This is an optimization exercise on Yosys and OpenROAD, whose aim is small area, a short achievable clock period and few clock cycles, not a production implementation.
RTL that was checked went through simulation tests only; none was proved equivalent to the original.
Function not checked in runs 1 to 3: the RTL went through the layout flow alone.
Power figures rest on the tool's default switching activity, not on a simulated workload.

<file path="flow/run.sh">
#!/bin/bash
# synth_recipe.tcl (not shown) runs the flow's synth.tcl, then flattens the netlist and writes it again
# the make line also repeats each setting of config.mk as NAME=value (left out here)
make -C /OpenROAD-flow-scripts/flow DESIGN_CONFIG=/design/flow/config.mk WORK_HOME=/design/flow/orfs CLKGATE_MAP_FILE= SYNTH_SCRIPT=/design/flow/synth_recipe.tcl finish
</file>
<file path="flow/config.mk">
export PLATFORM = sky130hd
export DESIGN_NAME = lsu_top
export DESIGN_NICKNAME = lsu_top
export VERILOG_FILES = /design/flow/design.v
export SDC_FILE = /design/flow/constraint.sdc
export NUM_CORES = 4
export LEC_CHECK = 0
export CAP_MARGIN = 20
export CORE_MARGIN = 2
export CORE_UTILIZATION = 40
export SETUP_SLACK_MARGIN = 2.6
export SLEW_MARGIN = 20
</file>
<file path="flow/constraint.sdc">
create_clock -name core_clock -period 5.0 [get_ports {clk_i}]
set_input_delay 1.0000 -clock core_clock [delete_from_list [all_inputs] [get_ports {clk_i}]]
set_output_delay 1.0000 -clock core_clock [all_outputs]
set_load 0.01 [all_outputs]
</file>
<file path="flow/design.v">
package isa_pkg;
    typedef enum logic [6:0] {
        OP_LOAD  = 7'b0000011,
        OP_STORE = 7'b0100011
    } opcode_e;
    typedef enum logic [2:0] {
        F3_B  = 3'b000,
        F3_H  = 3'b001,
        F3_W  = 3'b010,
        F3_BU = 3'b100,
        F3_HU = 3'b101
    } funct3_e;
endpackage
package lsu_pkg;
    typedef enum logic [1:0] {
        SIZE_B = 2'd0,
        SIZE_H = 2'd1,
        SIZE_W = 2'd2
    } acc_size_e;
    typedef struct packed {
        logic                     is_load;
        logic                     is_signed;
        acc_size_e                size;
        logic [8-1:0] addr;
        logic [3:0]               wmask;
        logic [32-1:0]     wdata;
    } lsu_entry_t;
    typedef enum logic {
        ISSUE_IDLE = 1'b0,
        ISSUE_WAIT = 1'b1
    } issue_state_e;
endpackage
module lsu_top (
    input  logic                 clk_i,
    input  logic                 rst_n_i,
    input  logic                 req_i,
    output logic                 ack_o,
    input  logic [32-1:0] inst_i,
    input  logic [32-1:0] rs1_i,
    input  logic [32-1:0] rs2_i,
    output logic                 wb_valid_o,
    output logic [32-1:0] wb_data_o,
    output logic                 fault_o
);
    localparam int AW    = 8;
    localparam int WORDS = 2 ** (AW - 2);
    logic          ack_q;
    logic          fault_q;
    logic          ld_q;
    logic          st_q;
    logic [7:0]    lo_q [4];
    logic [7:0]    hi_q;
    logic [3:0]    offd_q;
    logic [2:0]    f3_q;
    logic [31:0]   wdata_q;
    logic          wb_valid_q;
    logic [31:0]   wb_data_q;
    logic          is_load;
    logic          is_store;
    logic [2:0]    funct3;
    logic [AW-1:0] imm;
    logic          f3_ok;
    logic          aligned;
    logic          legal;
    logic          accept;
    logic [7:0]    lo_sel;
    logic [7:0]    hi_sel;
    assign is_load  = inst_i[6:0] == isa_pkg::OP_LOAD;
    assign is_store = inst_i[6:0] == isa_pkg::OP_STORE;
    assign funct3   = inst_i[14:12];
    assign imm = {inst_i[AW+19:25], inst_i[5] ? inst_i[11:7] : inst_i[24:20]};
    function automatic logic [7:0] onehot_sum(input logic [2:0] x, input logic [2:0] y,
                                              input logic c);
        logic [7:0] dx;
        logic [7:0] dy;
        logic [7:0] r;
        dx = 8'b1 << x;
        dy = 8'b1 << y;
        for (int k = 0; k < 8; k++) begin
            r[k] = 1'b0;
            for (int j = 0; j < 8; j++) begin
                r[k] = r[k] | (dx[j] & dy[(k - j) & 7]);
            end
        end
        onehot_sum = c ? {r[6:0], r[7]} : r;
    endfunction
    logic [AW-1:0] a;
    logic [AW-1:0] b;
    logic [AW-1:0] g;
    logic [AW-1:0] p;
    logic          c2;
    logic          c5;
    assign a  = rs1_i[AW-1:0];
    assign b  = imm;
    assign g  = a & b;
    assign p  = a | b;
    assign c2 = g[1] | (p[1] & g[0]);
    assign c5 = g[4] | (p[4] & g[3]) | (p[4] & p[3] & g[2]) | (p[4] & p[3] & p[2] & g[1])
              | (p[4] & p[3] & p[2] & p[1] & g[0]);
    assign lo_sel = onehot_sum(a[4:2], b[4:2], c2);
    assign hi_sel = onehot_sum(a[AW-1:5], b[AW-1:5], c5);
    logic [3:0] offd;
    logic [3:0] da;
    logic [3:0] db;
    logic [3:0] need;
    always_comb begin
        da = 4'b1 << a[1:0];
        db = 4'b1 << b[1:0];
        for (int l = 0; l < 4; l++) begin
            offd[l] = 1'b0;
            for (int j = 0; j < 4; j++) begin
                offd[l] = offd[l] | (da[j] & db[(l - j) & 3]);
            end
        end
        for (int l = 0; l < 4; l++) begin
            case (funct3[1:0])
                2'b00:   need[l] = offd[l];
                2'b01:   need[l] = offd[l & 2];
                default: need[l] = 1'b1;
            endcase
        end
    end
    always_comb begin
        case (funct3)
            3'b000, 3'b001, 3'b010: f3_ok = 1'b1;
            3'b100, 3'b101:         f3_ok = is_load;
            default:                f3_ok = 1'b0;
        endcase
        case (funct3[1:0])
            2'b01:   aligned = a[0] == b[0];
            2'b10:   aligned = (a[0] == b[0]) && (b[1] == (a[1] ^ a[0]));
            default: aligned = 1'b1;
        endcase
    end
    assign legal  = (is_load || is_store) && f3_ok && aligned;
    assign accept = req_i && !ack_q;
    always_ff @(posedge clk_i) begin
        if (!rst_n_i) begin
            ack_q      <= 1'b0;
            fault_q    <= 1'b0;
            ld_q       <= 1'b0;
            st_q       <= 1'b0;
            wb_valid_q <= 1'b0;
        end else begin
            ack_q      <= req_i;
            fault_q    <= accept && !legal;
            ld_q       <= accept && legal && is_load;
            st_q       <= accept && legal && is_store;
            wb_valid_q <= ld_q;
        end
    end
    always_ff @(posedge clk_i) begin
        for (int l = 0; l < 4; l++) begin
            lo_q[l] <= lo_sel & {8{need[l]}};
        end
        hi_q    <= hi_sel;
        offd_q  <= offd;
        f3_q    <= funct3;
        wdata_q <= rs2_i;
    end
    logic [31:0] wdata;
    always_comb begin
        case (f3_q[1:0])
            2'b00:   wdata = {4{wdata_q[7:0]}};
            2'b01:   wdata = {2{wdata_q[15:0]}};
            default: wdata = wdata_q;
        endcase
    end
    logic [31:0] mem [WORDS];
    for (genvar w = 0; w < WORDS; w++) begin : g_word
        for (genvar b = 0; b < 4; b++) begin : g_byte
            logic we;
            assign we = st_q & hi_q[w / 8] & lo_q[b][w % 8];
            always_ff @(posedge clk_i) begin
                if (we) begin
                    mem[w][8*b +: 8] <= wdata[8*b +: 8];
                end
            end
        end
    end
    logic [7:0] grpb [8][4];
    logic [7:0] hs0  [4];
    logic [7:0] hs1  [4];
    logic [7:0] ssel [4];
    logic       is_b;
    logic       is_w;
    logic       sgn;
    logic       off_hi;
    logic [7:0] b0;
    logic [7:0] b1;
    logic [7:0] r2;
    logic [7:0] r3;
    logic       sx;
    logic [31:0] ext;
    assign is_b   = f3_q[1:0] == 2'b00;
    assign is_w   = f3_q[1];
    assign sgn    = ~f3_q[2];
    assign off_hi = offd_q[2] | offd_q[3];
    always_comb begin
        for (int h = 0; h < 8; h++) begin
            for (int l = 0; l < 4; l++) begin
                grpb[h][l] = '0;
                for (int k = 0; k < 8; k++) begin
                    grpb[h][l] = grpb[h][l] | (mem[h*8+k][8*l +: 8] & {8{lo_q[l][k]}});
                end
            end
        end
        for (int l = 0; l < 4; l++) begin
            hs0[l] = hi_q & {8{offd_q[l]}};
            hs1[l] = (l == 1) ? hi_q & {8{~off_hi}} : (l == 3) ? hi_q & {8{off_hi}} : 8'h00;
            ssel[l] = {8{sgn}} & (is_b ? hs0[l] : hs1[l]);
        end
        b0 = '0;
        b1 = '0;
        r2 = '0;
        r3 = '0;
        sx = 1'b0;
        for (int h = 0; h < 8; h++) begin
            for (int l = 0; l < 4; l++) begin
                b0 = b0 | (grpb[h][l] & {8{hs0[l][h]}});
                b1 = b1 | (grpb[h][l] & {8{hs1[l][h]}});
                sx = sx | (grpb[h][l][7] & ssel[l][h]);
            end
            r2 = r2 | (grpb[h][2] & {8{hi_q[h]}});
            r3 = r3 | (grpb[h][3] & {8{hi_q[h]}});
        end
        ext[7:0]   = b0;
        ext[15:8]  = is_b ? {8{sx}} : b1;
        ext[23:16] = is_w ? r2 : {8{sx}};
        ext[31:24] = is_w ? r3 : {8{sx}};
    end
    always_ff @(posedge clk_i) begin
        wb_data_q <= ext;
    end
    assign ack_o      = ack_q;
    assign fault_o    = fault_q;
    assign wb_valid_o = wb_valid_q;
    assign wb_data_o  = wb_data_q;
endmodule
</file>
==> flow_metrics.tcl, run 1 <==
set metrics [dict create \
    leakage_nw 29.95 \
    fmax_mhz 346.1 \
    avgSynthCellArea_sq_um 17.30 \
    top_usage_layer "met2" \
    final_net_count 5001 \
    ioPinCount 134 \
    hold_viol_final 0 \
    crit_required_ns 5.70 \
    area_growth_pct 19.25 \
    postCtsHoldBufs 0 \
    fin_util 0.4790 \
    ir_worst_vdd_uv 334.8 \
    fillCellCount 16550 \
    synthCells 4631 \
    rsz0062_at_grt "yes" \
    dr_total_vias 48740 \
    cp_slowest_cell "a2111o_1" \
    antenna_found_initial 5 \
    ys_ff_latch 2164 \
    status "timing/DRC/antenna clean" \
    numClockSinks 2164 \
    start_kind "flip-flop" \
    htreeDepth 4 \
    tightest_slew_ns 0.9000 \
    drtAntennaViolNets 0 \
    routedWlPerCell_microns 32.74 \
    critical_path.max_fanout 8 \
    clk-insertion-delay-late_ns 0.88 \
    hp-start "ld_q$_SDFF_PN0_" \
    yosysUniqueCellTypes 63 \
    grt_pass1_vias 46680 \
    drtIter0Drc 6406 \
    dr.pass1.iters 5 \
    cts.clk_slew.worst_paths_ns 0.07 \
    setup_viol 0 \
    routed_via_density 6.304 \
    synth_warnings 7 \
    critical_path.n_buffers_inverters 2 \
    cts_tree "built" \
    fin_crit_sh 0.5779 \
    dp_slack_ns 1.031 \
    route.detailed.drc 0 \
    multi_input_area_sq_um 16520 \
    fin_ws_ns 2.111 \
    syn_area_sq_um 80110 \
    grtUsageMet1 0.3191 \
    die_area_sq_um 203900 \
    max_cap_viol_count 0 \
    reg2reg_depth 9 \
    fin_skew_ns 0.06769 \
    portBuffers 100 \
    die_w_microns 451.5 \
    finalPower_mw 40.80 \
    coreArea_sq_um 199500 \
    crit_chain "buf_6, a22oi_2, a41oi_2, a2111o_1, or4_4, a21oi_2, nor4b_4, buf_6, a41oi_1" \
    grt_pass1_wl_microns 355400 \
    met2_usage 0.3820 \
    synth_edf_count 2048 \
    worstHoldPathCells 1 \
    reg2reg_slack_ns 2.11 \
    grt_overflow 0 \
    hp-class "flip-flop to flip-flop" \
    slew_headroom 0.3921 \
    dp_hpwl_microns 137900 \
    synth_fp_nets 4738 \
    r2r_end "wb_data_q[17]$_DFF_P_" \
    drv_slew 0 \
    grt_max_degree 80 \
    powerDensity_nw_per_um2 427.0 \
    die_y_microns 451.5 \
    drive_gt1_frac 0.2014 \
    path_common_cell "buf_6" \
    ys.flop_type "edfxtp_1" \
    holdPathEnd "wb_valid_q$_SDFF_PN0_" \
    arrival_ns 3.59 \
    wl_microns 253100 \
    synth_seq_area_share 0.7967 \
    core.rowCount 164 \
    async_flop_share 0 \
    final.min_clock_period_ns 2.889 \
    holdWs_ns 0.4354 \
    root_buffer "clkbuf_16" \
    seq_area_sq_um 64080 \
    worstSetupEndpointType "flip-flop" \
    tns_ns 0 \
    grt_use_met3 0.04659 \
    r2r-start "lo_q[3][3]$_DFF_P_" \
    max_stage_delay_ns 0.51 \
    crit_family "compound AO/OA/AOI/OAI gates" \
    place.gp.congestion 0.8610 \
    cts_made_buffers 208 \
    cts_max_path_buffers 3 \
    start_util 0.4016 \
    critical_path_class "flip-flop to flip-flop" \
    grt_util_all_layers 0.2421 \
]
[cells in the mapped netlist, types with 6 or more instances]
cell / instances / area (sq um)
a2111oi_0: 8 / 70.07
a21o_1: 7 / 52.55
a21oi_1: 47 / 235.2
a21oi_2: 11 / 96.34
a221oi_1: 15 / 131.4
a22oi_1: 1036 / 7777
a311oi_1: 6 / 52.55
a31oi_1: 33 / 206.5
a41o_1: 7 / 70.07
a41oi_1: 126 / 1104
and3_1: 265 / 1658
and4_1: 26 / 227.7
buf_1: 76 / 285.3
buf_2: 8 / 40.04
clkbuf_1: 271 / 1017
dfxtp_1: 116 / 2322
edfxtp_1: 2048 / 61500
ha_1: 8 / 100.1
inv_1: 17 / 63.81
mux2_2: 21 / 236.5
mux2i_1: 20 / 200.2
nand2_1: 65 / 244.0
nand2b_1: 10 / 62.56
nand3_1: 23 / 115.1
nand4_1: 110 / 688.2
nor2_1: 70 / 262.8
nor3_1: 20 / 100.1
nor4_1: 21 / 131.4
o2111ai_1: 8 / 70.07
o211ai_1: 6 / 45.04
o21ai_0: 19 / 95.09
o22ai_1: 23 / 143.9
o41ai_1: 8 / 70.07
xnor2_1: 6 / 52.55
[report_power, final]
part           switching (mW)  internal, mW  total (mW)  leakage [nW]
Combinational            3.03          1.58        4.61          7.15
Clock                    6.82          8.85        15.7          3.35
Sequential              0.400          20.1        20.5          19.4
Total                    10.2          30.5        40.8          29.9
[worst max path at each step]
stage,depth (start not counted),endpoint,startpoint,slack [ns]
floorplan,10,lo_q[1][0]$_DFF_P_,inst_i[5],2.01
global placement,10,lo_q[0][2]$_DFF_P_,inst_i[5],1.03
detailed placement,10,lo_q[1][2]$_DFF_P_,inst_i[5],1.03
CTS,9,wb_data_q[17]$_DFF_P_,lo_q[3][3]$_DFF_P_,2.07
global route,9,wb_data_q[17]$_DFF_P_,lo_q[3][3]$_DFF_P_,2.08
finish,9,wb_data_q[17]$_DFF_P_,lo_q[3][3]$_DFF_P_,2.11
[metal layers]
metal  vias up  share of wire  wire length (microns)
met5         -              0                      0
met4         0          0.058                  14670
met3       553          0.094                  23680
met2      2879           0.47                 119000
met1     25300           0.38                  95780
li1      20010              -                      -
[layout by cell type (no fill, tap or decap), types with 29 or more instances in the layout]
cell / netlist / final
clkbuf_1: 271 / 41
nor2_1: 70 / 63
a41oi_1: 126 / 83
clkinv_1: 0 / 42
dfxtp_4: 0 / 64
dfxtp_1: 116 / 36
nand4_1: 110 / 110
buf_12: 0 / 49
clkdlybuf4s50_1: 0 / 58
a31oi_1: 33 / 29
and3_1: 265 / 256
edfxtp_1: 2048 / 2048
a21oi_1: 47 / 35
buf_6: 5 / 72
a22oi_2: 0 / 72
clkinv_2: 0 / 47
clkbuf_16: 0 / 212
nand2_1: 65 / 57
a22oi_1: 1036 / 964
buf_4: 1 / 187
a41oi_2: 0 / 39
[stage by stage]
stage	instances	area [sq um]
after floorplan	4631	80330
after global placement	7153	84400
after detailed placement	7153	84400
after CTS	7700	94630
after global routing	7731	95530
final	7732	95530
[sequential cells by signal (all words and copies together) (netlist names)]
name	flops
wb_data_q	32
fault_q	1
hi_q	8
lo_q	32
offd_q	4
wb_valid_q	1
f3_q	3
mem	2048
wdata_q	32
ack_q	1
ld_q	1
st_q	1
[cells by family (layout without fill, tap and decap cells)]
family,Yosys count,in the layout,synth area share
mux,41,41,0.005451
compound gates,1391,1391,0.1309
simple gates,638,638,0.04619
flops,2164,2164,0.7967
other cells,0,1,0
buf+inv,380,824,0.01845
fa+ha+maj,9,9,0.001390
xor+xnor,8,8,0.0008747
[cell type report]
cell class                 count  share of cell area
tap                         2656             0.03479
sequential                  2164              0.6708
antenna                        1          0.00002620
clock inverter               125             0.01251
multi-input combinational   2087              0.1729
timing repair buffer         414             0.04917
inverter                      19           0.0009037
clock buffer                 266             0.05890
[what timing repair did]
action / 4_1_cts / 5_1_grt
setup buffers: 145 / 30
hold endpoints to repair: 0 / 0
resized for setup: 520 / 115
cloned: 11 / 1
pin swaps: 87 / 66
endpoints found under the setup margin: 2290 / 561
==> run 2, diff against run 1 <==
--- a/flow/design.v
+++ b/flow/design.v
@@ -49,4 +49,5 @@
     logic          ld_q;
     logic          st_q;
+    logic          hold_q;
     logic [7:0]    lo_q [4];
     logic [7:0]    hi_q;
@@ -141,4 +142,5 @@
             ld_q       <= 1'b0;
             st_q       <= 1'b0;
+            hold_q     <= 1'b1;
             wb_valid_q <= 1'b0;
         end else begin
@@ -147,4 +149,5 @@
             ld_q       <= accept && legal && is_load;
             st_q       <= accept && legal && is_store;
+            hold_q     <= !(accept && legal && is_store);
             wb_valid_q <= ld_q;
         end
@@ -171,9 +174,9 @@
         for (genvar b = 0; b < 4; b++) begin : g_byte
             logic we;
-            assign we = st_q & hi_q[w / 8] & lo_q[b][w % 8];
+            logic keep;
+            assign we   = st_q & hi_q[w / 8] & lo_q[b][w % 8];
+            assign keep = hold_q | ~hi_q[w / 8] | ~lo_q[b][w % 8];
             always_ff @(posedge clk_i) begin
-                if (we) begin
-                    mem[w][8*b +: 8] <= wdata[8*b +: 8];
-                end
+                mem[w][8*b +: 8] <= (mem[w][8*b +: 8] & {8{keep}}) | (wdata[8*b +: 8] & {8{we}});
             end
         end
@@ -182,5 +185,7 @@
     logic [7:0] hs0  [4];
     logic [7:0] hs1  [4];
-    logic [7:0] ssel [4];
+    logic [7:0] hsw;
+    logic [7:0] ss1  [4];
+    logic [7:0] ss23 [4];
     logic       is_b;
     logic       is_w;
@@ -191,6 +196,6 @@
     logic [7:0] r2;
     logic [7:0] r3;
-    logic       sx;
-    logic [31:0] ext;
+    logic       sx1;
+    logic       sx23;
     assign is_b   = f3_q[1:0] == 2'b00;
     assign is_w   = f3_q[1];
@@ -206,31 +211,44 @@
             end
         end
-        for (int l = 0; l < 4; l++) begin
-            hs0[l] = hi_q & {8{offd_q[l]}};
-            hs1[l] = (l == 1) ? hi_q & {8{~off_hi}} : (l == 3) ? hi_q & {8{off_hi}} : 8'h00;
-            ssel[l] = {8{sgn}} & (is_b ? hs0[l] : hs1[l]);
-        end
-        b0 = '0;
-        b1 = '0;
-        r2 = '0;
-        r3 = '0;
-        sx = 1'b0;
+        hsw = hi_q & {8{is_w}};
+        for (int l = 0; l < 4; l++) begin
+            hs0[l]  = hi_q & {8{offd_q[l]}};
+            hs1[l]  = (l == 1) ? hi_q & {8{~off_hi & ~is_b}} :
+                      (l == 3) ? hi_q & {8{off_hi & ~is_b}} : 8'h00;
+            ss1[l]  = hs0[l] & {8{sgn & is_b}};
+            ss23[l] = is_b ? hs0[l] & {8{sgn}} :
+                      ((l == 1) ? hi_q & {8{~off_hi & sgn & ~is_w}} :
+                       (l == 3) ? hi_q & {8{off_hi & sgn & ~is_w}} : 8'h00);
+        end
+        b0   = '0;
+        b1   = '0;
+        r2   = '0;
+        r3   = '0;
+        sx1  = 1'b0;
+        sx23 = 1'b0;
         for (int h = 0; h < 8; h++) begin
             for (int l = 0; l < 4; l++) begin
-                b0 = b0 | (grpb[h][l] & {8{hs0[l][h]}});
-                b1 = b1 | (grpb[h][l] & {8{hs1[l][h]}});
-                sx = sx | (grpb[h][l][7] & ssel[l][h]);
-            end
-            r2 = r2 | (grpb[h][2] & {8{hi_q[h]}});
-            r3 = r3 | (grpb[h][3] & {8{hi_q[h]}});
-        end
-        ext[7:0]   = b0;
-        ext[15:8]  = is_b ? {8{sx}} : b1;
-        ext[23:16] = is_w ? r2 : {8{sx}};
-        ext[31:24] = is_w ? r3 : {8{sx}};
-    end
+                b0   = b0 | (grpb[h][l] & {8{hs0[l][h]}});
+                b1   = b1 | (grpb[h][l] & {8{hs1[l][h]}});
+                sx1  = sx1 | (grpb[h][l][7] & ss1[l][h]);
+                sx23 = sx23 | (grpb[h][l][7] & ss23[l][h]);
+            end
+            r2 = r2 | (grpb[h][2] & {8{hsw[h]}});
+            r3 = r3 | (grpb[h][3] & {8{hsw[h]}});
+        end
+    end
+    logic [7:0]  b0_n_q;
+    logic [7:0]  b1_n_q;
+    logic [15:0] r23_n_q;
+    logic        sx1_n_q;
+    logic        sx23_n_q;
     always_ff @(posedge clk_i) begin
-        wb_data_q <= ext;
-    end
+        b0_n_q   <= ~b0;
+        b1_n_q   <= ~b1;
+        r23_n_q  <= ~{r3, r2};
+        sx1_n_q  <= ~sx1;
+        sx23_n_q <= ~sx23;
+    end
+    assign wb_data_q = {~(r23_n_q & {16{sx23_n_q}}), ~(b1_n_q & {8{sx1_n_q}}), ~b0_n_q};
     assign ack_o      = ack_q;
     assign fault_o    = fault_q;
==> flow_metrics.tcl, run 2 <==
set metrics [dict create \
    start_util 0.4021 \
    dr.pass1.iters 10 \
    tns_ns 0 \
    grt_max_degree 54 \
    reg2reg_slack_ns 2.14 \
    ys.flop_type "dfxtp_1" \
    powerDensity_nw_per_um2 385.6 \
    synth_fp_nets 7550 \
    die_y_microns 451.8 \
    ioPinCount 134 \
    avgSynthCellArea_sq_um 10.78 \
    coreArea_sq_um 199500 \
    cts_made_buffers 222 \
    final.min_clock_period_ns 2.857 \
    drive_gt1_frac 0.1955 \
    hp-class "flip-flop to flip-flop" \
    postCtsHoldBufs 0 \
    synth_top_area_cell "dfxtp_1" \
    cts_tree "built" \
    drtAntennaViolNets 0 \
    ys_top_cells_by_area "dfxtp_1 (54%), a22o_1 (23%), a22oi_1 (10%)" \
    yosysTopAreaCellShare 0.5409 \
    max_cap_viol_count 0 \
    critical_path.max_fanout 16 \
    synthAdderAreaFrac 0.001654 \
    antenna_found_initial 29 \
    fin_skew_ns 0.04752 \
    synthSimpleGateAreaFrac 0.06234 \
    clk-insertion-delay-late_ns 0.89 \
    grt_overflow 0 \
    status "timing/DRC/antenna clean" \
    synth_top_family_by_area "compound AO/OA/AOI/OAI gates" \
    ir_worst_vdd_uv 395.1 \
    numClockSinks 2167 \
    die_w_microns 451.8 \
    synth_common_cells "dfxtp_1 (2167), a22o_1 (2088), a22oi_1 (1099)" \
    worstSetupEndpointType "flip-flop" \
    final_net_count 7880 \
    synthCells 7443 \
    synth_warnings 8 \
    muxShareOfSynthArea 0.006147 \
    htreeDepth 4 \
    core.rowCount 164 \
    start_kind "flip-flop" \
    critical_path_class "flip-flop to flip-flop" \
    portBuffers 100 \
    top_register "mem" \
    route.detailed.drc 0 \
    routed_via_density 6.977 \
    synth_edf_count 0 \
    rsz0062_at_grt "yes" \
    dr_total_vias 74220 \
    hold_viol_final 0 \
    layout_commonest_cell "dfxtp_1" \
    largest_register_ffs 2048 \
    setup_viol 0 \
    synth_seq_area_share 0.5409 \
    grt_pass1_vias 69100 \
    drtIter0Drc 11060 \
    cts.clk_slew.worst_paths_ns 0.06 \
    top_regs "mem (2048), lo_q (32), wdata_q (32)" \
    fillCellCount 17330 \
    fmax_mhz 350.0 \
    area_growth_pct 25.22 \
    slew_headroom 0.2889 \
    yosysMostFrequentCell "dfxtp_1" \
    die_area_sq_um 204100 \
    yosysUniqueCellTypes 70 \
    grt_util_all_layers 0.3366 \
    place.gp.congestion 0.9886 \
    cts_max_path_buffers 3 \
    routedWlPerCell_microns 34.06 \
    fin_crit_sh 0.5714 \
    synth_compound_gate_area_share 0.3543 \
    tightest_slew_ns 1.065 \
    layout_common_cells "dfxtp_1 (2106), a22o_1 (2081), a22oi_1 (991), buf_4 (429), nand2_1 (315)" \
    dp_hpwl_microns 191800 \
    syn_area_sq_um 80200 \
    fin_util 0.5035 \
    synthXorXnorAreaFrac 0.0006552 \
    leakage_nw 37.39 \
    crit_required_ns 5.78 \
    grt_pass1_wl_microns 508500 \
    drv_slew 0 \
    wl_microns 362300 \
    root_buffer "clkbuf_16" \
    async_flop_share 0 \
    holdWs_ns 0.4319 \
    ys_ff_latch 2167 \
    arrival_ns 3.64 \
]
run 2: changes by cell type in the layout (fill, tap and decap cells not counted), moves of 144 or more:
cell      before   now
edfxtp_1    2048     0
nor2_1        63   207
dfxtp_1       36  2106
and3_1       256    79
buf_4        187   429
a22o_1         4  2081
nand2_1       57   315
run 2: path summary, 6_finish.rpt:
| path | depth (start not counted) | start | to |
|---|---|---|---|
| setup reg to reg | 7 | lo_q[3][1]$_DFF_P_ | b1_n_q[4]$_DFF_P_ |
| hold / removal | 1 | ld_q$_SDFF_PN0_ | wb_valid_q$_SDFF_PN0_ |
| setup / recovery | 7 | lo_q[3][1]$_DFF_P_ | b1_n_q[4]$_DFF_P_ |
| hold reg to reg | 1 | ld_q$_SDFF_PN0_ | wb_valid_q$_SDFF_PN0_ |
run 2: logic make-up (layout without fill, tap and decap cells):
group	count (synthesis)	after routing
AO/OA/AOI/OAI	3435	3435
flip-flops	2167	2167
AND/OR/NAND/NOR	1050	1052
buffers and inverters	726	1244
multiplexers	48	48
adder cells (fa/ha/maj)	11	11
XOR/XNOR	6	6
other	0	18
run 2: timing repair:
action                                 in CTS  in global routing
resized for setup                         573                280
endpoints found under the hold margin       0                  0
cloned                                     41                  8
pin swaps                                 183                130
buffers inserted                          369                 98
setup endpoints to repair                1819                586
run 2: worst max-delay path, cell delays in order (launching register included):
cell and delay (ns):
dfxtp_4 0.39, buf_4 0.16, buf_12 0.16, a22oi_1 0.20, nand4_1 0.28, a222oi_1 0.96
a22oi_1 0.25, a21oi_4 0.28
run 2: layer usage:
layer / track usage / part of all wire
met1: 0.4283 / 0.38
met2: 0.4626 / 0.41
met3: 0.1241 / 0.13
met4: 0.2480 / 0.082
met5: 0.002332 / 0.00074
run 2: final cells by class:
cell class	count	area, sq um	share of cell area
antenna	18	45.04	0.0004485
clock buffer	335	6724	0.06695
clock inverter	79	1056	0.01052
inverter	29	116.4	0.001159
multi-input combinational	4552	36180	0.3602
sequential	2167	43570	0.4339
tap	2656	3323	0.03309
timing repair buffer	801	9413	0.09373
run 2: where the power goes:
group          internal, mW  total (mW)  switching (mW)
logic                  1.15        3.52            2.37
registers              17.3        17.6           0.260
clock network          10.3        17.6            7.36
run 2: stage by stage:
stage	cell area [sq um]	worst slack [ns]	power [mW]	std cells
floorplan	80280	1.466	18.89	7443
global placement	83960	0.8136	19.90	9688
detailed placement	83970	0.8117	19.92	9689
CTS	98290	2.271	38.23	10510
global route	100400	2.229	39.37	10620
finish	100400	2.143	38.72	10640
==> run 3, diff against run 2 <==
--- a/flow/design.v
+++ b/flow/design.v
@@ -49,5 +49,4 @@
     logic          ld_q;
     logic          st_q;
-    logic          hold_q;
     logic [7:0]    lo_q [4];
     logic [7:0]    hi_q;
@@ -142,5 +141,4 @@
             ld_q       <= 1'b0;
             st_q       <= 1'b0;
-            hold_q     <= 1'b1;
             wb_valid_q <= 1'b0;
         end else begin
@@ -149,5 +147,4 @@
             ld_q       <= accept && legal && is_load;
             st_q       <= accept && legal && is_store;
-            hold_q     <= !(accept && legal && is_store);
             wb_valid_q <= ld_q;
         end
@@ -174,9 +171,9 @@
         for (genvar b = 0; b < 4; b++) begin : g_byte
             logic we;
-            logic keep;
-            assign we   = st_q & hi_q[w / 8] & lo_q[b][w % 8];
-            assign keep = hold_q | ~hi_q[w / 8] | ~lo_q[b][w % 8];
+            assign we = st_q & hi_q[w / 8] & lo_q[b][w % 8];
             always_ff @(posedge clk_i) begin
-                mem[w][8*b +: 8] <= (mem[w][8*b +: 8] & {8{keep}}) | (wdata[8*b +: 8] & {8{we}});
+                if (we) begin
+                    mem[w][8*b +: 8] <= wdata[8*b +: 8];
+                end
             end
         end
@@ -197,5 +194,6 @@
     logic [7:0] r3;
     logic       sx1;
-    logic       sx23;
+    logic       sx2;
+    logic       sx3;
     assign is_b   = f3_q[1:0] == 2'b00;
     assign is_w   = f3_q[1];
@@ -226,5 +224,6 @@
         r3   = '0;
         sx1  = 1'b0;
-        sx23 = 1'b0;
+        sx2  = 1'b0;
+        sx3  = 1'b0;
         for (int h = 0; h < 8; h++) begin
             for (int l = 0; l < 4; l++) begin
@@ -232,8 +231,13 @@
                 b1   = b1 | (grpb[h][l] & {8{hs1[l][h]}});
                 sx1  = sx1 | (grpb[h][l][7] & ss1[l][h]);
-                sx23 = sx23 | (grpb[h][l][7] & ss23[l][h]);
+                sx2  = sx2 | (grpb[h][l][7] & ss23[l][h]);
             end
             r2 = r2 | (grpb[h][2] & {8{hsw[h]}});
             r3 = r3 | (grpb[h][3] & {8{hsw[h]}});
+        end
+        for (int l = 0; l < 4; l++) begin
+            for (int h = 0; h < 8; h++) begin
+                sx3 = sx3 | (grpb[h][l][7] & ss23[l][h]);
+            end
         end
     end
@@ -242,5 +246,6 @@
     logic [15:0] r23_n_q;
     logic        sx1_n_q;
-    logic        sx23_n_q;
+    logic        sx2_n_q;
+    logic        sx3_n_q;
     always_ff @(posedge clk_i) begin
         b0_n_q   <= ~b0;
@@ -248,7 +253,8 @@
         r23_n_q  <= ~{r3, r2};
         sx1_n_q  <= ~sx1;
-        sx23_n_q <= ~sx23;
-    end
-    assign wb_data_q = {~(r23_n_q & {16{sx23_n_q}}), ~(b1_n_q & {8{sx1_n_q}}), ~b0_n_q};
+        sx2_n_q  <= ~sx2;
+        sx3_n_q  <= ~sx3;
+    end
+    assign wb_data_q = {~(r23_n_q[15:8] & {8{sx3_n_q}}), ~(r23_n_q[7:0] & {8{sx2_n_q}}), ~(b1_n_q & {8{sx1_n_q}}), ~b0_n_q};
     assign ack_o      = ack_q;
     assign fault_o    = fault_q;
==> flow_metrics.tcl, run 3 <==
set metrics [dict create \
    rsz0062_at_grt "yes" \
    die_y_microns 454.8 \
    critical_path.n_buffers_inverters 2 \
    core.rowCount 165 \
    tightest_slew_ns 1.127 \
    antenna_found_initial 10 \
    powerDensity_nw_per_um2 428.6 \
    root_buffer "clkbuf_16" \
    htreeDepth 4 \
    synth_warnings 8 \
    ioPinCount 134 \
    grt_max_degree 109 \
    drv_slew 0 \
    tns_ns 0 \
    fin_crit_sh 0.5508 \
    postCtsHoldBufs 0 \
    hp-class "input pin to flip-flop" \
    path_common_cell "buf_6" \
    synth_top_family_by_area "compound AO/OA/AOI/OAI gates" \
    syn_area_sq_um 81290 \
    ys_top_cells_by_area "edfxtp_1 (76%), a22oi_1 (10%), dfxtp_1 (2.9%)" \
    grt_util_all_layers 0.2533 \
    final.min_clock_period_ns 2.754 \
    ys.flop_type "edfxtp_1" \
    top_register "mem" \
    largest_register_ffs 2048 \
    synthAdderAreaFrac 0.001631 \
    dp_hpwl_microns 157400 \
    critical_path_class "flip-flop to output port" \
    reg2reg_depth 9 \
    coreArea_sq_um 202100 \
    fmax_mhz 363.1 \
    leakage_nw 31.38 \
    start_kind "flip-flop" \
    routed_via_density 6.376 \
    drive_gt1_frac 0.1981 \
    dp_slack_ns 1.196 \
    drtIter0Drc 8004 \
    synth_common_cells "edfxtp_1 (2048), a22oi_1 (1108), and3_1 (270)" \
    clk-insertion-delay-late_ns 0.88 \
    cp_slowest_cell "dfxtp_4" \
    yosysUniqueCellTypes 76 \
    synth_seq_area_share 0.7858 \
    crit_family "flip-flops" \
    die_area_sq_um 206900 \
    synth_fp_nets 4974 \
    arrival_ns 1.75 \
    holdWs_ns 0.5627 \
    fin_skew_ns 0.07173 \
    worstSetupStartpoint "sx2_n_q$_DFF_P_" \
    cts_tree "built" \
    top_regs "mem (2048), lo_q (32), wdata_q (32)" \
    synth_top_area_cell "edfxtp_1" \
    crit_required_ns 4.00 \
    place.gp.congestion 0.9986 \
    ir_worst_vdd_uv 342.1 \
    r2r-start "lo_q[0][5]$_DFF_P_" \
    hold_viol_final 0 \
    layout_common_cells "edfxtp_1 (2048), a22oi_1 (1043), buf_4 (283), and3_1 (269), nand4_1 (239)" \
    layout_commonest_cell "edfxtp_1" \
    area_growth_pct 19.55 \
    yosysMostFrequentCell "edfxtp_1" \
    yosysTopAreaCellShare 0.7565 \
    grt_pass1_vias 48950 \
    route.detailed.drc 0 \
    muxShareOfSynthArea 0.004864 \
    grt_pass1_wl_microns 373300 \
    finalPower_mw 41.66 \
    routedWlPerCell_microns 33.58 \
    grt_overflow 0 \
    worstSetupEndpointType "output port" \
    numClockSinks 2167 \
    critical_path.max_fanout 6 \
    synth_edf_count 2048 \
    start_util 0.4022 \
    cts.clk_slew.worst_paths_ns 0.07 \
    crit_cells 3 \
    die_w_microns 454.8 \
    reg2reg_slack_ns 2.29 \
    portBuffers 100 \
    synthSimpleGateAreaFrac 0.05898 \
    cp-endpoint "wb_data_o[19]" \
    fin_util 0.4808 \
    drtAntennaViolNets 0 \
    max_cap_viol_count 0 \
    ys_ff_latch 2167 \
    setup_viol 0 \
    fin_ws_ns 2.246 \
    max_stage_delay_ns 0.48 \
    wl_microns 271100 \
    slew_headroom 0.2483 \
    synth_compound_gate_area_share 0.1271 \
    avgSynthCellArea_sq_um 16.70 \
    fillCellCount 16690 \
    synthCells 4867 \
    status "timing/DRC/antenna clean" \
    crit_chain "buf_6, nand2_8, buf_6" \
    cts_max_path_buffers 3 \
    final_net_count 5334 \
    dr.pass1.iters 6 \
    r2r_end "b0_n_q[0]$_DFF_P_" \
    synthXorXnorAreaFrac 0.0007542 \
    dr_total_vias 51470 \
    cts_made_buffers 214 \
    async_flop_share 0 \
]
==> run 3: changes by cell type in the layout (fill, tap and decap cells not counted), moves of 147 or more <==
| cell | delta |
|---|---|
| nand2_1 | -202 |
| a22o_1 | -2051 |
| dfxtp_1 | -2051 |
| edfxtp_1 | +2048 |
| nor2_1 | -147 |
| and3_1 | +190 |
==> run 3: repair_timing <==
action,in CTS,in global routing
resized for setup,449,158
cloned,3,3
endpoints found under the setup margin,1036,671
pin swaps,107,97
buffers inserted,217,89
==> run 3: layout make-up <==
| class | instances | area [sq um] | share of cell area |
|---|---|---|---|
| antenna | 5 | 12.51 | 0.0001287 |
| clock buffer | 283 | 5734 | 0.05901 |
| clock inverter | 102 | 1091 | 0.01123 |
| inverter | 23 | 87.58 | 0.0009012 |
| multi-input combinational | 2282 | 17180 | 0.1767 |
| sequential | 2167 | 64080 | 0.6594 |
| tap | 2672 | 3343 | 0.03440 |
| timing repair buffer | 539 | 5653 | 0.05817 |
==> run 3: worst min-delay path by stage <==
| stage | slack, ns | endpoint | cells past startpoint | from |
|---|---|---|---|---|
| 2_1_floorplan | 0.41 | wb_valid_q$_SDFF_PN0_ | 1 | ld_q$_SDFF_PN0_ |
| 3_3_place_gp | 0.56 | wb_valid_q$_SDFF_PN0_ | 1 | ld_q$_SDFF_PN0_ |
| 3_5_place_dp | 0.56 | wb_valid_q$_SDFF_PN0_ | 1 | ld_q$_SDFF_PN0_ |
| 4_1_cts | 0.49 | wdata_q[5]$_DFF_P_ | 1 | rs2_i[5] |
| 5_1_grt | 0.53 | wdata_q[5]$_DFF_P_ | 1 | rs2_i[5] |
| 6_report | 0.56 | wdata_q[0]$_DFF_P_ | 1 | rs2_i[0] |
==> run 3: per-layer routing <==
| metal | up-vias | GRT usage | routed length (microns) |
|---|---|---|---|
| li1 | 21030 | - | - |
| met1 | 26430 | 0.3390 | 102300 |
| met2 | 3357 | 0.3835 | 122300 |
| met3 | 643 | 0.06272 | 31110 |
| met4 | 10 | 0.1309 | 15260 |
| met5 | - | 0 | 108 |
==> run 3: power by group <==
group | internal, mW | switching, mW | total [mW]
clock network | 8.77 | 6.97 | 15.7
registers | 20.1 | 0.414 | 20.5
logic | 1.81 | 3.60 | 5.40
==> run 3: cells by family after synthesis <==
logic type / count (synthesis)
AO/OA/AOI/OAI: 1369
XOR/XNOR: 7
adder cells (fa/ha/maj): 11
buffers and inverters: 422
flip-flops: 2167
multiplexers: 37
AND/OR/NAND/NOR: 854
==> run 3: metrics by stage <==
stage,instances,instance area (sq um)
final,8073,97180
after global routing,8069,97170
after detailed placement,7371,85460
after global placement,7370,85430
after CTS,7976,95630
after floorplan,4867,81490
==> run 3: worst register-to-register path, stage by stage (launching register included) <==
cell	delay, ns
dfxtp_4	0.42
buf_6	0.18
buf_4	0.17
a22oi_2	0.15
nand4_1	0.28
a22o_1	0.34
a22o_1	0.24
a221o_1	0.29
nor4_2	0.31
buf_4	0.23
==> run 4, diff against run 3 <==
--- a/flow/design.v
+++ b/flow/design.v
@@ -194,6 +194,5 @@
     logic [7:0] r3;
     logic       sx1;
-    logic       sx2;
-    logic       sx3;
+    logic       sx23;
     assign is_b   = f3_q[1:0] == 2'b00;
     assign is_w   = f3_q[1];
@@ -224,6 +223,5 @@
         r3   = '0;
         sx1  = 1'b0;
-        sx2  = 1'b0;
-        sx3  = 1'b0;
+        sx23 = 1'b0;
         for (int h = 0; h < 8; h++) begin
             for (int l = 0; l < 4; l++) begin
@@ -231,30 +229,23 @@
                 b1   = b1 | (grpb[h][l] & {8{hs1[l][h]}});
                 sx1  = sx1 | (grpb[h][l][7] & ss1[l][h]);
-                sx2  = sx2 | (grpb[h][l][7] & ss23[l][h]);
+                sx23 = sx23 | (grpb[h][l][7] & ss23[l][h]);
             end
             r2 = r2 | (grpb[h][2] & {8{hsw[h]}});
             r3 = r3 | (grpb[h][3] & {8{hsw[h]}});
         end
-        for (int l = 0; l < 4; l++) begin
-            for (int h = 0; h < 8; h++) begin
-                sx3 = sx3 | (grpb[h][l][7] & ss23[l][h]);
-            end
-        end
-    end
-    logic [7:0]  b0_n_q;
-    logic [7:0]  b1_n_q;
-    logic [15:0] r23_n_q;
-    logic        sx1_n_q;
-    logic        sx2_n_q;
-    logic        sx3_n_q;
+    end
+    logic [7:0]  b0_q;
+    logic [7:0]  b1_q;
+    logic [15:0] r23_q;
+    logic        sx1_q;
+    logic        sx23_q;
     always_ff @(posedge clk_i) begin
-        b0_n_q   <= ~b0;
-        b1_n_q   <= ~b1;
-        r23_n_q  <= ~{r3, r2};
-        sx1_n_q  <= ~sx1;
-        sx2_n_q  <= ~sx2;
-        sx3_n_q  <= ~sx3;
-    end
-    assign wb_data_q = {~(r23_n_q[15:8] & {8{sx3_n_q}}), ~(r23_n_q[7:0] & {8{sx2_n_q}}), ~(b1_n_q & {8{sx1_n_q}}), ~b0_n_q};
+        b0_q   <= b0;
+        b1_q   <= b1;
+        r23_q  <= {r3, r2};
+        sx1_q  <= sx1;
+        sx23_q <= sx23;
+    end
+    assign wb_data_q = {r23_q | {16{sx23_q}}, b1_q | {8{sx1_q}}, b0_q};
     assign ack_o      = ack_q;
     assign fault_o    = fault_q;
==> flow_metrics.tcl, run 4 <==
set metrics [dict create \
    cts_max_path_buffers 3 \
    grt_pass1_wl_microns 378900 \
    syn_area_sq_um 81200 \
    max_stage_delay_ns 0.38 \
    fin_crit_sh 0.5629 \
    cts.clk_slew.worst_paths_ns 0.06 \
    hold_viol_final 0 \
    core.rowCount 165 \
    cp_slowest_cell "dfxtp_4" \
    grt_overflow 0 \
    dr.pass1.iters 9 \
    start_kind "flip-flop" \
    portBuffers 100 \
    largest_register_ffs 2048 \
    top_register "mem" \
    grt_use_met3 0.07139 \
    max_cap_viol_count 0 \
    grtUsageMet1 0.3461 \
    cts_made_buffers 210 \
    reg2reg_depth 8 \
    clk-insertion-delay-late_ns 0.87 \
    powerDensity_nw_per_um2 416.9 \
    root_buffer "clkbuf_16" \
    numClockSinks 2166 \
    grt_pass1_vias 49070 \
    layout_commonest_cell "edfxtp_1" \
    dp_hpwl_microns 158200 \
    arrival_ns 1.81 \
    tightest_slew_ns 1.098 \
    synth_common_cells "edfxtp_1 (2048), a22oi_1 (1095), clkbuf_1 (320)" \
    routedWlPerCell_microns 33.81 \
    async_flop_share 0 \
    drive_gt1_frac 0.2182 \
    tns_ns 0 \
    dr_total_vias 52170 \
    yosysTopAreaCellShare 0.7574 \
    critical_path_class "flip-flop to output port" \
    fillCellCount 16660 \
    crit_chain "buf_12, or2_4, buf_6" \
    avgSynthCellArea_sq_um 16.69 \
    synthCells 4864 \
    worstSetupEndpointType "output port" \
    ys.flop_type "edfxtp_1" \
    crit_required_ns 4.00 \
    die_y_microns 454.5 \
    routed_via_density 6.416 \
    synth_seq_area_share 0.7865 \
    die_w_microns 454.5 \
    synth_edf_count 2048 \
    layout_common_cells "edfxtp_1 (2048), a22oi_1 (991), buf_4 (306), and3_1 (251), clkbuf_16 (220)" \
    route.detailed.drc 0 \
    status "timing/DRC/antenna clean" \
    die_area_sq_um 206600 \
    ir_worst_vdd_uv 399.0 \
    slew_headroom 0.2680 \
    final_net_count 5383 \
    drtIter0Drc 8599 \
    htreeDepth 4 \
    hp-class "flip-flop to flip-flop" \
    final.min_clock_period_ns 2.814 \
    synth_fp_nets 4971 \
    yosysMostFrequentCell "edfxtp_1" \
    leakage_nw 31.58 \
    grt_util_all_layers 0.2581 \
    cts_tree "built" \
    wl_microns 274900 \
    finalPower_mw 40.97 \
    synth_top_area_cell "edfxtp_1" \
    coreArea_sq_um 201900 \
    critical_path.max_fanout 8 \
    drtAntennaViolNets 0 \
    synth_warnings 8 \
    antenna_found_initial 24 \
    postCtsHoldBufs 0 \
    drv_slew 0 \
    ys_top_cells_by_area "edfxtp_1 (76%), a22oi_1 (10%), dfxtp_1 (2.9%)" \
    setup_viol 0 \
    place.gp.congestion 0.9497 \
    grt_max_degree 113 \
    fin_skew_ns 0.06221 \
    area_growth_pct 21.04 \
    worstHoldPathCells 1 \
    ys_ff_latch 2166 \
    fmax_mhz 355.3 \
    rsz0062_at_grt "yes" \
    yosysUniqueCellTypes 65 \
    ioPinCount 134 \
    top_regs "mem (2048), lo_q (32), wdata_q (32)" \
    top_usage_layer "met2" \
    met2_usage 0.3839 \
    start_util 0.4021 \
]
run 4: cell types whose count changed after synthesis, moves of 10 or more:
cell	previous run	this run
a21oi_1	26	42
a22o_1	34	16
a22oi_1	1108	1095
a31oi_1	22	39
a41oi_1	33	45
and3_1	270	259
buf_1	75	55
buf_2	57	16
clkbuf_1	261	320
nand2_1	149	139
nand4_1	239	213
nor2b_1	2	14
o2111ai_1	2	12
or2_2	6	28
run 4: kinds of logic after synthesis:
family / share of synthesized area
adders and majority gates: 0.001402
AOI/OAI and AO/OA: 0.1288
buffers and inverters: 0.01959
muxes: 0.004268
and+or+nand+nor: 0.05848
xor gates and xnor gates: 0.0009864
DFF: 0.7865
run 4: worst max-delay path, delay by kind of cell, from the launching register on:
| family | cells | cell delay, ns |
|---|---|---|
| buffers and inverters | 2 | 0.29 |
| flip-flops | 1 | 0.38 |
| AND/OR/NAND/NOR | 1 | 0.26 |
run 4: metrics by stage:
stage	worst slack, ns	hold slack (ns)	instances	util	area (sq um)
CTS	2.150	0.4318	8023	0.4777	96460
global placement	0.8896	0.4115	7391	0.4237	85550
finish	2.186	0.4308	8131	0.4868	98280
detailed placement	0.9132	0.4165	7391	0.4237	85550
floorplan	2.107	0.4057	4864	-	81390
global route	2.166	0.4560	8126	0.4867	98270
run 4: timing repair:
action,CTS,global route
setup buffers,227,84
pin swaps,170,121
resized for setup,520,193
gates cloned,25,9
setup endpoints to repair,963,316
run 4: worst paths after layout:
kind | startpoint | slack (ns) | end
worst max-delay path | sx23_q$_DFF_P_ | 2.19 | wb_data_o[22]
worst min-delay path | ld_q$_SDFF_PN0_ | 0.43 | wb_valid_q$_SDFF_PN0_
worst max register to register | lo_q[0][1]$_DFF_P_ | 2.28 | b0_q[3]$_DFF_P_
worst min register to register | ld_q$_SDFF_PN0_ | 0.43 | wb_valid_q$_SDFF_PN0_
run 4: area by class of cell:
class / count / area (sq um) / area share
clock inverters: 102 / 868.3 / 0.008835
inverters: 16 / 63.81 / 0.0006493
repair buffers: 587 / 6551 / 0.06666
clock buffers: 278 / 5654 / 0.05753
flip-flops and latches: 2166 / 64040 / 0.6516
multi-input cells: 2295 / 17720 / 0.1803
well taps: 2672 / 3343 / 0.03402
diodes: 15 / 37.54 / 0.0003819
run 4: metal layers:
metal,share of wire,vias up
li1,-,21120
met1,0.38,26790
met2,0.44,3539
met3,0.12,709
met4,0.061,12
met5,0.00029,-
run 4: where the power goes:
| group | internal [mW] | switching (mW) | leakage [nW] |
|---|---|---|---|
| combinational | 1.88 | 3.53 | 8.95 |
| sequential | 20.1 | 0.269 | 19.5 |
| clock | 8.42 | 6.80 | 3.16 |
Testbench counts of run 4, summed over its fixed seeds: cycles 32,000.
==> run 5, diff against run 4 <==
--- a/flow/design.v
+++ b/flow/design.v
@@ -189,20 +189,25 @@
     logic       sgn;
     logic       off_hi;
-    logic [7:0] b0;
-    logic [7:0] b1;
-    logic [7:0] r2;
-    logic [7:0] r3;
-    logic       sx1;
-    logic       sx23;
+    logic [7:0] sg1;
+    logic [7:0] sg23;
+    logic [31:0] ext;
     assign is_b   = f3_q[1:0] == 2'b00;
     assign is_w   = f3_q[1];
     assign sgn    = ~f3_q[2];
     assign off_hi = offd_q[2] | offd_q[3];
+    logic [7:0]  tk;
+    logic [3:0]  tl;
+    logic [31:0] t0;
+    logic [23:0] t1;
+    logic [15:0] t2;
+    logic [15:0] t3;
     always_comb begin
         for (int h = 0; h < 8; h++) begin
             for (int l = 0; l < 4; l++) begin
-                grpb[h][l] = '0;
-                for (int k = 0; k < 8; k++) begin
-                    grpb[h][l] = grpb[h][l] | (mem[h*8+k][8*l +: 8] & {8{lo_q[l][k]}});
+                for (int i = 0; i < 8; i++) begin
+                    for (int k = 0; k < 8; k++) begin
+                        tk[k] = mem[h*8+k][8*l+i] & lo_q[l][k];
+                    end
+                    grpb[h][l][i] = |tk;
                 end
             end
@@ -218,34 +223,36 @@
                        (l == 3) ? hi_q & {8{off_hi & sgn & ~is_w}} : 8'h00);
         end
-        b0   = '0;
-        b1   = '0;
-        r2   = '0;
-        r3   = '0;
-        sx1  = 1'b0;
-        sx23 = 1'b0;
         for (int h = 0; h < 8; h++) begin
             for (int l = 0; l < 4; l++) begin
-                b0   = b0 | (grpb[h][l] & {8{hs0[l][h]}});
-                b1   = b1 | (grpb[h][l] & {8{hs1[l][h]}});
-                sx1  = sx1 | (grpb[h][l][7] & ss1[l][h]);
-                sx23 = sx23 | (grpb[h][l][7] & ss23[l][h]);
-            end
-            r2 = r2 | (grpb[h][2] & {8{hsw[h]}});
-            r3 = r3 | (grpb[h][3] & {8{hsw[h]}});
-        end
-    end
-    logic [7:0]  b0_q;
-    logic [7:0]  b1_q;
-    logic [15:0] r23_q;
-    logic        sx1_q;
-    logic        sx23_q;
+                tl[l] = grpb[h][l][7] & ss1[l][h];
+            end
+            sg1[h] = |tl;
+            for (int l = 0; l < 4; l++) begin
+                tl[l] = grpb[h][l][7] & ss23[l][h];
+            end
+            sg23[h] = |tl;
+        end
+        for (int i = 0; i < 8; i++) begin
+            for (int h = 0; h < 8; h++) begin
+                for (int l = 0; l < 4; l++) begin
+                    t0[h*4+l] = grpb[h][l][i] & hs0[l][h];
+                end
+                t1[h*3]   = grpb[h][1][i] & hs1[1][h];
+                t1[h*3+1] = grpb[h][3][i] & hs1[3][h];
+                t1[h*3+2] = sg1[h];
+                t2[h*2]   = grpb[h][2][i] & hsw[h];
+                t2[h*2+1] = sg23[h];
+                t3[h*2]   = grpb[h][3][i] & hsw[h];
+                t3[h*2+1] = sg23[h];
+            end
+            ext[i]      = |t0;
+            ext[8 + i]  = |t1;
+            ext[16 + i] = |t2;
+            ext[24 + i] = |t3;
+        end
+    end
     always_ff @(posedge clk_i) begin
-        b0_q   <= b0;
-        b1_q   <= b1;
-        r23_q  <= {r3, r2};
-        sx1_q  <= sx1;
-        sx23_q <= sx23;
-    end
-    assign wb_data_q = {r23_q | {16{sx23_q}}, b1_q | {8{sx1_q}}, b0_q};
+        wb_data_q <= ext;
+    end
     assign ack_o      = ack_q;
     assign fault_o    = fault_q;
--- a/flow/config.mk
+++ b/flow/config.mk
@@ -6,4 +6,5 @@
 export NUM_CORES = 4
 export LEC_CHECK = 0
+export ABC_AREA = 1
 export CAP_MARGIN = 20
 export CORE_MARGIN = 2
==> flow_metrics.tcl, run 5 <==
set metrics [dict create \
    critical_path.max_fanout 31 \
    grt_pass1_vias 53940 \
    ys_ff_latch 2164 \
    grt_pass1_wl_microns 373300 \
    die_y_microns 470.1 \
    fin_crit_sh 0.4980 \
    drtAntennaViolNets 0 \
    synth_seq_area_share 0.7345 \
    crit_chain "buf_12, nand2_1, nand2_1, nor2_2, nand2_4, nand2_1, nand2_1, nor2_1, nand4_1, nor2_2, nand2_2" \
    routed_via_density 5.243 \
    cts_tree "built" \
    routedWlPerCell_microns 24.08 \
    synthCells 7869 \
    area_growth_pct 15.16 \
    synth_edf_count 2048 \
    fin_util 0.4621 \
    stdcell_count 11070 \
    start_util 0.4013 \
    setup_viol 0 \
    antenna_found_initial 3 \
    dp_cells 10630 \
    portBuffers 100 \
    finalPower_mw 41.68 \
    path_common_cell "nand2_1" \
    tns_ns 0 \
    coreArea_sq_um 216500 \
    powerDensity_nw_per_um2 416.6 \
    fin_skew_ns 0.03110 \
    fin_ws_ns 2.510 \
    root_buffer "clkbuf_16" \
    drv_slew 0 \
    worstSetupEndpointType "flip-flop" \
    grt_overflow 0 \
    synth_warnings 8 \
    largest_register_ffs 2048 \
    ys_top_cells_by_area "edfxtp_1 (71%), nand2_1 (16%), nor2_1 (3.6%)" \
    status "timing/DRC/antenna clean" \
    avgSynthCellArea_sq_um 11.04 \
    critical_path_class "flip-flop to flip-flop" \
    hold_viol_final 0 \
    ir_worst_vdd_uv 338.9 \
    route.detailed.drc 0 \
    synth_top_area_cell "edfxtp_1" \
    holdWs_ns 0.4258 \
    r2r-start "lo_q[1][1]$_DFF_P_" \
    max_cap_viol_count 0 \
    cts.clk_slew.worst_paths_ns 0.06 \
    top_register "mem" \
    rsz0062_at_grt "yes" \
    core.rowCount 171 \
    yosysMostFrequentCell "nand2_1" \
    leakage_nw 37.15 \
    ioPinCount 134 \
    postCtsHoldBufs 0 \
    dr.pass1.iters 5 \
    synth_fp_nets 7976 \
    r2r_end "wb_data_q[1]$_DFF_P_" \
    cts_made_buffers 212 \
    drtIter0Drc 6658 \
    htreeDepth 4 \
    clk-insertion-delay-late_ns 0.88 \
    layout_common_cells "nand2_1 (3688), edfxtp_1 (2048), nor2_1 (574), nor2_2 (248), clkbuf_16 (219)" \
    dp_hpwl_microns 170600 \
    ys.flop_type "edfxtp_1" \
    reg2reg_depth 11 \
    yosysTopAreaCellShare 0.7078 \
    design_area_sq_um 100100 \
    grt_util_all_layers 0.2322 \
    grt_max_degree 67 \
    crit_required_ns 5.74 \
    arrival_ns 3.23 \
    numClockSinks 2164 \
    cp_slowest_cell "nand4_1" \
    cts_max_path_buffers 3 \
    cp-endpoint "wb_data_q[1]$_DFF_P_" \
    async_flop_share 0 \
    max_stage_delay_ns 0.45 \
    tightest_slew_ns 0.9350 \
    drive_gt1_frac 0.1173 \
    place.gp.congestion 0.9546 \
    final.min_clock_period_ns 2.490 \
    layout_commonest_cell "nand2_1" \
    placed_area_sq_um 91100 \
    slew_headroom 0.3758 \
    die_w_microns 470.1 \
    start_kind "flip-flop" \
    final_net_count 8154 \
    dp_slack_ns 1.313 \
    synth_common_cells "nand2_1 (3756), edfxtp_1 (2048), nor2_1 (827)" \
    fmax_mhz 401.6 \
    syn_area_sq_um 86890 \
    reg2reg_slack_ns 2.51 \
    worstSetupStartpoint "lo_q[1][1]$_DFF_P_" \
    wl_microns 266600 \
    hp-class "flip-flop to flip-flop" \
    dr_total_vias 58050 \
    die_area_sq_um 221000 \
    yosysUniqueCellTypes 36 \
]
[run 5: changes by cell type after synthesis, moves of 23 or more]
cell	previous run	this run
nor2_1	69	827
clkbuf_1	320	51
a41oi_1	45	0
o21ai_1	0	30
inv_1	16	128
and4_1	23	0
a22oi_1	1095	0
nand2_1	139	3756
and3_1	259	26
buf_2	16	164
o21ai_0	40	75
a31oi_1	39	0
nand3_1	46	226
nand4_1	213	164
[run 5: metal layers]
metal	part of all wire	track usage	routed length [microns]	vias up
met1	0.41	0.3152	108200	28440
met2	0.46	0.3626	123300	2415
met3	0.082	0.04047	21930	465
met5	0	0	0	-
li1	-	-	-	26730
met4	0.049	0.1114	13060	0
[run 5: kinds of logic (layout without fill, tap and decap cells)]
logic type | count (synthesis) | after routing | share of synthesized area
other | 0 | 2 | 0
buffers and inverters | 451 | 795 | 0.02291
AO/OA/AOI/OAI | 172 | 172 | 0.01031
AND/OR/NAND/NOR | 5074 | 5077 | 0.2311
adder cells (fa/ha/maj) | 8 | 8 | 0.001152
flip-flops | 2164 | 2164 | 0.7345
[run 5: worst min path at each step]
stage                           from                     to  slack (ns)  cells after the start
floorplan            ld_q$_SDFF_PN0_  wb_valid_q$_SDFF_PN0_        0.39                      2
global placement     ld_q$_SDFF_PN0_  wb_valid_q$_SDFF_PN0_        0.41                      2
detailed placement   ld_q$_SDFF_PN0_  wb_valid_q$_SDFF_PN0_        0.42                      2
CTS                 ack_q$_SDFF_PN0_     fault_q$_SDFF_PN0_        0.43                      1
global route        ack_q$_SDFF_PN0_     fault_q$_SDFF_PN0_        0.44                      1
finish               ld_q$_SDFF_PN0_  wb_valid_q$_SDFF_PN0_        0.43                      2
[run 5: layout make-up]
type | instances | area (sq um)
timing repair buffer | 255 | 2751
multi-input combinational | 5257 | 22330
antenna | 2 | 5.005
clock buffer | 264 | 5614
fill | 19690 | 116500
clock inverter | 119 | 1182
sequential | 2164 | 63990
tap | 2854 | 3571
inverter | 157 | 615.6
[run 5: what timing repair did]
action / 4_1_cts / 5_1_grt
buffers inserted: 15 / 38
gates resized for setup: 502 / 158
endpoints found under the setup margin: 3248 / 1580
pin swaps: 11 / 11
cloned: 1 / 6
[run 5: power by group]
group | total (mW) | internal (mW) | switching [mW]
Combinational | 5.45 | 1.34 | 4.11
Clock | 15.7 | 9.01 | 6.70
Sequential | 20.5 | 20.1 | 0.394
[run 5: critical path: cells and delay by family (launching register included)]
family	cells	cell delay (ns)
buf+inv	1	0.23
flops	1	0.44
simple gates	10	1.61
Testbench counts of run 5, summed over its fixed seeds: cycles 32,000.
==> run 6, diff against run 5 <==
--- a/flow/config.mk
+++ b/flow/config.mk
@@ -6,5 +6,4 @@
 export NUM_CORES = 4
 export LEC_CHECK = 0
-export ABC_AREA = 1
 export CAP_MARGIN = 20
 export CORE_MARGIN = 2
==> flow_metrics.tcl, run 6 <==
set metrics [dict create \
    yosysMostFrequentCell "edfxtp_1" \
    ioPinCount 134 \
    die_y_microns 454.6 \
    hold_viol_final 0 \
    route.detailed.drc 0 \
    largest_register_ffs 2048 \
    synth_common_cells "edfxtp_1 (2048), a22oi_1 (1039), and3_1 (258)" \
    critical_path_class "flip-flop to flip-flop" \
    dr.pass1.iters 8 \
    drtIter0Drc 8041 \
    critical_path.max_fanout 7 \
    cts_made_buffers 209 \
    die_area_sq_um 206700 \
    synth_top_area_cell "edfxtp_1" \
    reg2reg_slack_ns 1.93 \
    dp_hpwl_microns 160500 \
    rsz0062_at_grt "yes" \
    worstSetupEndpointType "flip-flop" \
    finalPower_mw 41.54 \
    routedWlPerCell_microns 34.17 \
    htreeDepth 4 \
    ys.flop_type "edfxtp_1" \
    hp-class "flip-flop to flip-flop" \
    max_cap_viol_count 0 \
    synth_warnings 8 \
    p_sw_frac 0.2638 \
    place.gp.congestion 0.9656 \
    synth_seq_area_share 0.7858 \
    start_kind "flip-flop" \
    clk-insertion-delay-late_ns 0.87 \
    grt_pass1_vias 49830 \
    wl_microns 275900 \
    numClockSinks 2164 \
    grt_overflow 0 \
    yosysUniqueCellTypes 70 \
    synthCells 4803 \
    crit_chain "buf_12, a22oi_2, nand4_1, a22o_4, a221o_1, a222oi_1, o21ai_1" \
    cp_slowest_cell "a222oi_1" \
    p_sw_mw 10.96 \
    postCtsHoldBufs 0 \
    root_buffer "clkbuf_16" \
    routed_via_density 6.447 \
    syn_area_sq_um 81220 \
    p_int_mw 30.58 \
    status "timing/DRC/antenna clean" \
    leakage_nw 31.47 \
    fmax_mhz 325.4 \
    cts_max_path_buffers 3 \
    die_w_microns 454.6 \
    final_net_count 5332 \
    pwr-share-seq 0.494 \
    drtAntennaViolNets 0 \
    async_flop_share 0 \
    grt_pass1_wl_microns 383600 \
    drive_gt1_frac 0.2340 \
    yosysTopAreaCellShare 0.7572 \
    antenna_found_initial 18 \
    tns_ns 0 \
    setup_viol 0 \
    arrival_ns 3.78 \
    ys_top_cells_by_area "edfxtp_1 (76%), a22oi_1 (9.6%), dfxtp_1 (2.9%)" \
    slew_headroom 0.08477 \
    crit_required_ns 5.71 \
    pwr-share-comb 0.134 \
    max_stage_delay_ns 1.15 \
    final.min_clock_period_ns 3.073 \
    synth_fp_nets 4910 \
    grt_util_all_layers 0.2617 \
    tightest_slew_ns 1.373 \
    start_util 0.4023 \
    fin_crit_sh 0.6146 \
    cts.clk_slew.worst_paths_ns 0.07 \
    ys_ff_latch 2164 \
    avgSynthCellArea_sq_um 16.91 \
    stdcell_count 8073 \
    layout_common_cells "edfxtp_1 (2048), a22oi_1 (907), buf_4 (329), and3_1 (238), clkbuf_16 (213)" \
    top_register "mem" \
    portBuffers 100 \
    drv_slew 0 \
    fin_util 0.4884 \
    powerDensity_nw_per_um2 421.2 \
    fin_skew_ns 0.03715 \
    layout_commonest_cell "edfxtp_1" \
    clkPwrFrac 0.371 \
    hp-start "ack_q$_SDFF_PN0_" \
    grt_max_degree 129 \
    cts_tree "built" \
    dr_total_vias 52050 \
    core.rowCount 165 \
    worstSetupStartpoint "lo_q[1][7]$_DFF_P_" \
    coreArea_sq_um 201900 \
    synth_edf_count 2048 \
    dp_cells 7350 \
    area_growth_pct 21.42 \
    ir_worst_vdd_uv 358.6 \
    critical_path.n_buffers_inverters 1 \
    crit_family "compound AO/OA/AOI/OAI gates" \
    r2r-start "lo_q[1][7]$_DFF_P_" \
]
## run 6: cell types whose count changed after synthesis, sizes merged, moves of 116 or more
cell    delta
nor2     -799
clkbuf   +181
nand3    -183
and3     +232
nand2   -3669
a22oi   +1039
inv      -116
## run 6: worst paths after layout
path / endpoint / depth (start not counted)
setup / recovery: wb_data_q[11]$_DFF_P_ / 7
hold / removal: fault_q$_SDFF_PN0_ / 1
setup reg to reg: wb_data_q[11]$_DFF_P_ / 7
hold reg to reg: fault_q$_SDFF_PN0_ / 1
## run 6: per-layer routing
layer / share of wire / wire length [microns] / GRT usage
met3: 0.11 / 31450 / 0.07155
met4: 0.066 / 18240 / 0.1442
met5: 0.000087 / 24 / 0.0004664
met1: 0.37 / 102900 / 0.3439
met2: 0.45 / 123300 / 0.3938
## run 6: final cells by class
cell class | count | area, sq um
Antenna cell | 3 | 7.507
Clock buffer | 265 | 5574
Clock inverter | 119 | 1074
Fill cell | 16620 | 103300
Inverter | 20 | 91.34
Multi-Input combinational cell | 2237 | 18060
Sequential cell | 2164 | 64060
Tap cell | 2672 | 3343
Timing Repair Buffer | 593 | 6409
## run 6: cells by family (layout without fill, tap and decap cells)
kind of cell	Yosys count	count (layout)	share of synthesized area
DFF	2164	2164	0.7858
AOI/OAI and AO/OA	1427	1427	0.1333
and+or+nand+nor	754	754	0.05339
buffers and inverters	402	997	0.02003
muxes	40	40	0.005299
adders and majority gates	10	10	0.001494
xor gates and xnor gates	6	6	0.0007396
other	0	3	0
## run 6: power by group through the flow
stage	logic, mW	clock network [mW]	registers, mW
3_5_place_dp	3.82	0	21.0
6_report	5.58	15.4	20.5
5_1_grt	5.64	16.2	20.5
3_3_place_gp	3.79	0	21.0
2_1_floorplan	1.90	0	20.6
4_1_cts	5.12	15.5	20.5
## run 6: worst register-to-register path, delay by kind of cell (launching register included)
kind                   cells  cell delay, ns
AO/OA/AOI/OAI              5            2.08
buffers and inverters      1            0.16
flip-flops                 1            0.41
AND/OR/NAND/NOR            1            0.27
## run 6: timing repair
action | CTS | global route
cloned | 19 | 1
hold endpoints to repair | 0 | 0
resized for setup | 646 | 126
setup buffers | 263 | 53
endpoints found under the setup margin | 2340 | 232
pin swaps | 170 | 65
## run 6: per-stage QoR
step	setup slack [ns]	hold slack [ns]	area [sq um]
after floorplan	2.171	0.4057	81420
after global placement	1.051	0.4258	85640
after global routing	2.121	0.4525	98620
after CTS	2.155	0.4296	97540
final	1.927	0.4327	98620
after detailed placement	0.9846	0.4225	85640

-- port drivers added, routing unchanged --
The results above use ideal ports. As a check the final layouts listed here were re-extracted and re-timed, cells and wires unchanged. Step 1 (the two cells are an assumption about what drives the block):
set clk [get_ports {clk_i}]
set_driving_cell -lib_cell sky130_fd_sc_hd__clkbuf_16 $clk
set_driving_cell -lib_cell sky130_fd_sc_hd__buf_2 [delete_from_list [all_inputs] $clk]
Step 2 also shifts input and output timing later by t, the mid clock arrival at the registers, as if the neighbouring blocks saw the same clock. Slacks: ideal ports / drivers / drivers and shift; pairs: ideal ports / drivers.
run	t, ns	setup WS [ns]	latest minus earliest clock arrival (ns)
run 1	0.938	2.111 / 2.111 / 1.668	0.069 / 0.069
run 2	0.962	2.143 / 2.139 / 1.398	0.053 / 0.053
run 3	0.927	2.246 / 2.161 / 1.722	0.076 / 0.076
run 4	0.922	2.186 / 2.102 / 1.768	0.066 / 0.067
run 5	0.947	2.510 / 2.495 / 1.803	0.033 / 0.033
run 6	0.946	1.927 / 1.927 / 1.696	0.044 / 0.044
After both steps every run listed still meets setup and hold. For run 2, which loses most, drivers alone change the setup slack by -0.004 ns; drivers and shift together by -0.745 ns.
